This design comes from an exercise in tuning for small area, a short achievable clock period and few clock cycles per item on the open sky130 flow, not from production work. In this exercise RTL edits were held to simulation tests only and were not proved equivalent to the original.

==> flow/design.v (excerpt) <==
module blockchain_present_cipher
#(
    parameter int unsigned STAGES = 4
) (
    input  logic               clk,
    input  logic               rst_n,
    input  logic               start,
    input  logic [blockchain_present_pkg::MSG_W-1:0]   plaintext,
    input  logic [blockchain_present_pkg::KEY_W-1:0]   key,
    input  logic [blockchain_present_pkg::BLOCK_W-1:0] init_vec,
    output logic               busy,
    output logic               done,
    output logic [blockchain_present_pkg::MSG_W-1:0]   ciphertext,
    output logic [blockchain_present_pkg::MSG_W-1:0]   deciphered_text
);
==> module blockchain_present_cipher, before the edit <==
module blockchain_present_cipher
#(
    parameter int unsigned STAGES = 4
) (
    input  logic               clk,
    input  logic               rst_n,
    input  logic               start,
    input  logic [blockchain_present_pkg::MSG_W-1:0]   plaintext,
    input  logic [blockchain_present_pkg::KEY_W-1:0]   key,
    input  logic [blockchain_present_pkg::BLOCK_W-1:0] init_vec,
    output logic               busy,
    output logic               done,
    output logic [blockchain_present_pkg::MSG_W-1:0]   ciphertext,
    output logic [blockchain_present_pkg::MSG_W-1:0]   deciphered_text
);
    localparam int unsigned NR    = blockchain_present_pkg::NROUNDS;
    localparam int unsigned BW    = blockchain_present_pkg::BLOCK_W;
    localparam int unsigned KW    = blockchain_present_pkg::KEY_W;
    localparam int unsigned MW    = blockchain_present_pkg::MSG_W;
    localparam int unsigned NCYC  = (NR + STAGES - 1) / STAGES;
    localparam int unsigned LASTN = NR - (NCYC - 1) * STAGES;
    localparam logic [4:0]  LAST_BASE = 5'((NCYC - 1) * STAGES);
    localparam logic [3:0]  LAST_SLOT = 4'(blockchain_present_pkg::NBLOCKS);
    logic            r_busy;
    logic            r_done;
    logic [4:0]      r_base;    
    logic [3:0]      r_slot;
    logic [KW-1:0]   r_ek;      
    logic [KW-1:0]   r_dk;      
    logic [BW-1:0]   r_ex;
    logic [BW-1:0]   r_dx;
    logic [MW-1:0]   r_ct;
    logic [MW-1:0]   r_dt;
    logic            w_bound;
    logic            w_first;
    logic            w_final;
    logic [KW-1:0]   w_fk [STAGES+1];
    logic [KW-1:0]   w_bk [STAGES+1];
    logic [BW-1:0]   w_ex [STAGES+1];
    logic [BW-1:0]   w_dx [STAGES+1];
    logic [BW-1:0]   w_cblk;
    logic [BW-1:0]   w_dblk;
    assign w_bound = (r_base == LAST_BASE);
    assign w_first = (r_slot == 4'd0);
    assign w_final = (r_slot == LAST_SLOT);
    assign w_fk[0] = r_ek;
    assign w_bk[0] = r_dk;
    assign w_ex[0] = r_ex;
    assign w_dx[0] = r_dx;
    for (genvar j = 0; j < STAGES; j++) begin : g_stage
        present16_key_fwd u_kf (
            .i_key (w_fk[j]),
            .i_rc  (r_base + 5'(j + 1)),
            .o_key (w_fk[j+1])
        );
        present16_key_bwd u_kb (
            .i_key (w_bk[j]),
            .i_rc  (5'(NR - 1 - j) - r_base),
            .o_key (w_bk[j+1])
        );
        present16_enc_round u_enc (
            .i_state (w_ex[j]),
            .i_rk    (w_fk[j][19:4]),
            .o_state (w_ex[j+1])
        );
        present16_dec_round u_dec (
            .i_state (w_dx[j]),
            .i_rk    (w_bk[j][19:4]),
            .o_state (w_dx[j+1])
        );
    end
    assign w_cblk = w_ex[LASTN] ^ w_fk[LASTN][19:4];    
    assign w_dblk = w_dx[LASTN] ^ r_ct[31:16];          
    always_ff @(posedge clk or negedge rst_n) begin
        if (!rst_n) begin
            r_busy <= 1'b0;
            r_done <= 1'b0;
        end else begin
            r_done <= r_busy && w_bound && w_final;
            if (!r_busy) begin
                r_busy <= start;
            end else if (w_bound && w_final) begin
                r_busy <= 1'b0;
            end
        end
    end
    always_ff @(posedge clk) begin
        r_dx <= w_bound ? w_ex[LASTN] : w_dx[STAGES];
    end
    always_ff @(posedge clk) begin
        if (!r_busy) begin
            r_base <= '0;
            r_slot <= '0;
            r_ek   <= key;
            r_dk   <= key;
            r_ex   <= plaintext[MW-1 -: BW] ^ init_vec;
            if (start) begin
                r_ct <= {plaintext[MW-BW-1:0], init_vec};
            end
        end else begin
            if (w_bound) begin
                r_base <= '0;
                r_slot <= r_slot + 4'd1;
                r_ek   <= w_first ? r_dk : w_bk[LASTN-1];
                r_dk   <= w_fk[LASTN-1];
                r_ex   <= w_cblk ^ r_ct[MW-1 -: BW];
                r_dt   <= {r_dt[MW-BW-1:0], w_dblk};
                if (!w_final) begin
                    r_ct <= {r_ct[MW-BW-1:0], w_cblk};
                end
            end else begin
                r_base <= r_base + 5'(STAGES);
                r_ek   <= w_fk[STAGES];
                if (!w_first) begin
                    r_dk <= w_bk[STAGES];
                end
                r_ex   <= w_ex[STAGES];
            end
        end
    end
    assign busy            = r_busy;
    assign done            = r_done;
    assign ciphertext      = r_ct;
    assign deciphered_text = r_dt;
endmodule
==> flow/config.mk <==
export PLATFORM = sky130hd
export DESIGN_NAME = blockchain_present_cipher
export DESIGN_NICKNAME = blockchain_present_cipher
export VERILOG_FILES = /design/flow/design.v
export SDC_FILE = /design/flow/constraint.sdc
export NUM_CORES = 4
export LEC_CHECK = 0
export ABC_AREA = 1
export CAP_MARGIN = 20
export CORE_MARGIN = 2
export CORE_UTILIZATION = 55
export SLEW_MARGIN = 20
export DONT_USE_CELLS += sky130_fd_sc_hd__ha_1 sky130_fd_sc_hd__ha_2 sky130_fd_sc_hd__ha_4 sky130_fd_sc_hd__fa_1 sky130_fd_sc_hd__fa_2 sky130_fd_sc_hd__fa_4
export BUFFER_PORTS_ARGS = -buffer_cell sky130_fd_sc_hd__buf_1
export SETUP_SLACK_MARGIN = 5.7
==> flow/constraint.sdc <==
create_clock -name core_clock -period 9.0 [get_ports {clk}]
set_input_delay 1.8000 -clock core_clock [delete_from_list [all_inputs] [get_ports {clk}]]
set_output_delay 1.8000 -clock core_clock [all_outputs]
set_load 0.01 [all_outputs]
standard.sh (not shown) runs the stock make flow with config.mk's settings and CLKGATE_MAP_FILE= SYNTH_SCRIPT=/design/flow/synth_recipe.tcl, a recipe that flattens the netlist after the stock synthesis.
==> flow/flow/run.sh <==
#!/bin/bash
# Own layout flow: the standard ORFS flow (standard.sh, unchanged synthesis
# script) with a few extra settings appended to config.mk:
#  - no half/full adder cells, so Yosys's extract_fa does not freeze S-box
#    logic into ha cells before ABC maps it;
#  - port buffers of the smallest buffer cell (the resizer still upsizes any
#    that timing needs);
#  - a larger setup slack target for repair_timing, to shorten the period.
# The make output goes to flow_make.log in the work folder; ORFS's per-step
# logs stay under orfs/logs/.
set -euo pipefail
cat >> config.mk <<'EOC'
export DONT_USE_CELLS += sky130_fd_sc_hd__ha_1 sky130_fd_sc_hd__ha_2 sky130_fd_sc_hd__ha_4 sky130_fd_sc_hd__fa_1 sky130_fd_sc_hd__fa_2 sky130_fd_sc_hd__fa_4
export BUFFER_PORTS_ARGS = -buffer_cell sky130_fd_sc_hd__buf_1
export SETUP_SLACK_MARGIN = 5.7
EOC
bash standard.sh > flow_make.log 2>&1
Testbench counts at the start, summed over its fixed seeds: cycles 4,680, messages 64.
Next try:
--- a/flow/design.v
+++ b/flow/design.v
@@ -104,14 +104,16 @@
     localparam int unsigned MW    = blockchain_present_pkg::MSG_W;
     localparam int unsigned NCYC  = (NR + STAGES - 1) / STAGES;
     localparam int unsigned LASTN = NR - (NCYC - 1) * STAGES;
     localparam logic [4:0]  LAST_BASE = 5'((NCYC - 1) * STAGES);
     localparam logic [3:0]  LAST_SLOT = 4'(blockchain_present_pkg::NBLOCKS);
     logic            r_busy;
+    logic            r_idle;    
     logic            r_done;
     logic [4:0]      r_base;    
+    logic            r_bound;   
     logic [3:0]      r_slot;
     logic [KW-1:0]   r_ek;      
     logic [KW-1:0]   r_dk;      
     logic [BW-1:0]   r_ex;
     logic [BW-1:0]   r_dx;
     logic [MW-1:0]   r_ct;
@@ -122,13 +124,13 @@
     logic [KW-1:0]   w_fk [STAGES+1];
     logic [KW-1:0]   w_bk [STAGES+1];
     logic [BW-1:0]   w_ex [STAGES+1];
     logic [BW-1:0]   w_dx [STAGES+1];
     logic [BW-1:0]   w_cblk;
     logic [BW-1:0]   w_dblk;
-    assign w_bound = (r_base == LAST_BASE);
+    assign w_bound = r_bound;
     assign w_first = (r_slot == 4'd0);
     assign w_final = (r_slot == LAST_SLOT);
     assign w_fk[0] = r_ek;
     assign w_bk[0] = r_dk;
     assign w_ex[0] = r_ex;
     assign w_dx[0] = r_dx;
@@ -156,36 +158,41 @@
     end
     assign w_cblk = w_ex[LASTN] ^ w_fk[LASTN][19:4];    
     assign w_dblk = w_dx[LASTN] ^ r_ct[31:16];          
     always_ff @(posedge clk or negedge rst_n) begin
         if (!rst_n) begin
             r_busy <= 1'b0;
+            r_idle <= 1'b1;
             r_done <= 1'b0;
         end else begin
             r_done <= r_busy && w_bound && w_final;
             if (!r_busy) begin
                 r_busy <= start;
+                r_idle <= !start;
             end else if (w_bound && w_final) begin
                 r_busy <= 1'b0;
+                r_idle <= 1'b1;
             end
         end
     end
     always_ff @(posedge clk) begin
         r_dx <= w_bound ? w_ex[LASTN] : w_dx[STAGES];
     end
     always_ff @(posedge clk) begin
         if (!r_busy) begin
+            r_bound <= 1'b0;
             r_base <= '0;
             r_slot <= '0;
             r_ek   <= key;
             r_dk   <= key;
             r_ex   <= plaintext[MW-1 -: BW] ^ init_vec;
             if (start) begin
                 r_ct <= {plaintext[MW-BW-1:0], init_vec};
             end
         end else begin
+            r_bound <= !w_bound && (r_base == LAST_BASE - 5'(STAGES));
             if (w_bound) begin
                 r_base <= '0;
                 r_slot <= r_slot + 4'd1;
                 r_ek   <= w_first ? r_dk : w_bk[LASTN-1];
                 r_dk   <= w_fk[LASTN-1];
                 r_ex   <= w_cblk ^ r_ct[MW-1 -: BW];
@@ -200,11 +207,11 @@
                     r_dk <= w_bk[STAGES];
                 end
                 r_ex   <= w_ex[STAGES];
             end
         end
     end
-    assign busy            = r_busy;
+    assign busy            = !r_idle;
     assign done            = r_done;
     assign ciphertext      = r_ct;
     assign deciphered_text = r_dt;
 endmodule
Synthesized area went down by a few percent. Critical path depth climbs by 6. Cell area falls slightly. Via count barely changes. Synthesized cell count is lower slightly. Die area falls slightly. Global-route usage grows by 0.68 points. Cell count goes down slightly. Fmax decreases slightly. Hold slack stays flat. Worst setup slack got worse by 0.011 ns. Non-clock buffer count increases by 39.
Testbench counts after the change, summed over its fixed seeds: cycles 4,680, messages 64.

==> port drivers added, routing unchanged <==
No port has a modelled driver above. Below, the same layouts with a new extraction and two added sets of constraints.
Step 1, drivers: a clkbuf_16 drives clk and a buf_2 each remaining input, both assumed.
Step 2 also shifts input and output timing later by t, the mid clock arrival at the registers, as if the neighbouring blocks saw the same clock.
a / b / c = ideal / step 1 / step 2; a / b = the first two.
| run | t, ns | setup WS [ns] | worst setup path after step 2 | latest minus earliest clock arrival (ns) |
|---|---|---|---|---|
| the first run | 0.621 | 5.734 / 5.676 / 5.323 | input to register | 0.022 / 0.022 |
| the second run | 0.619 | 5.723 / 5.723 / 5.470 | input to register | 0.024 / 0.024 |
After both steps setup and hold are still met in every run listed. For the first run, which loses most, drivers alone change the setup slack by -0.058 ns; drivers and shift together by -0.411 ns.
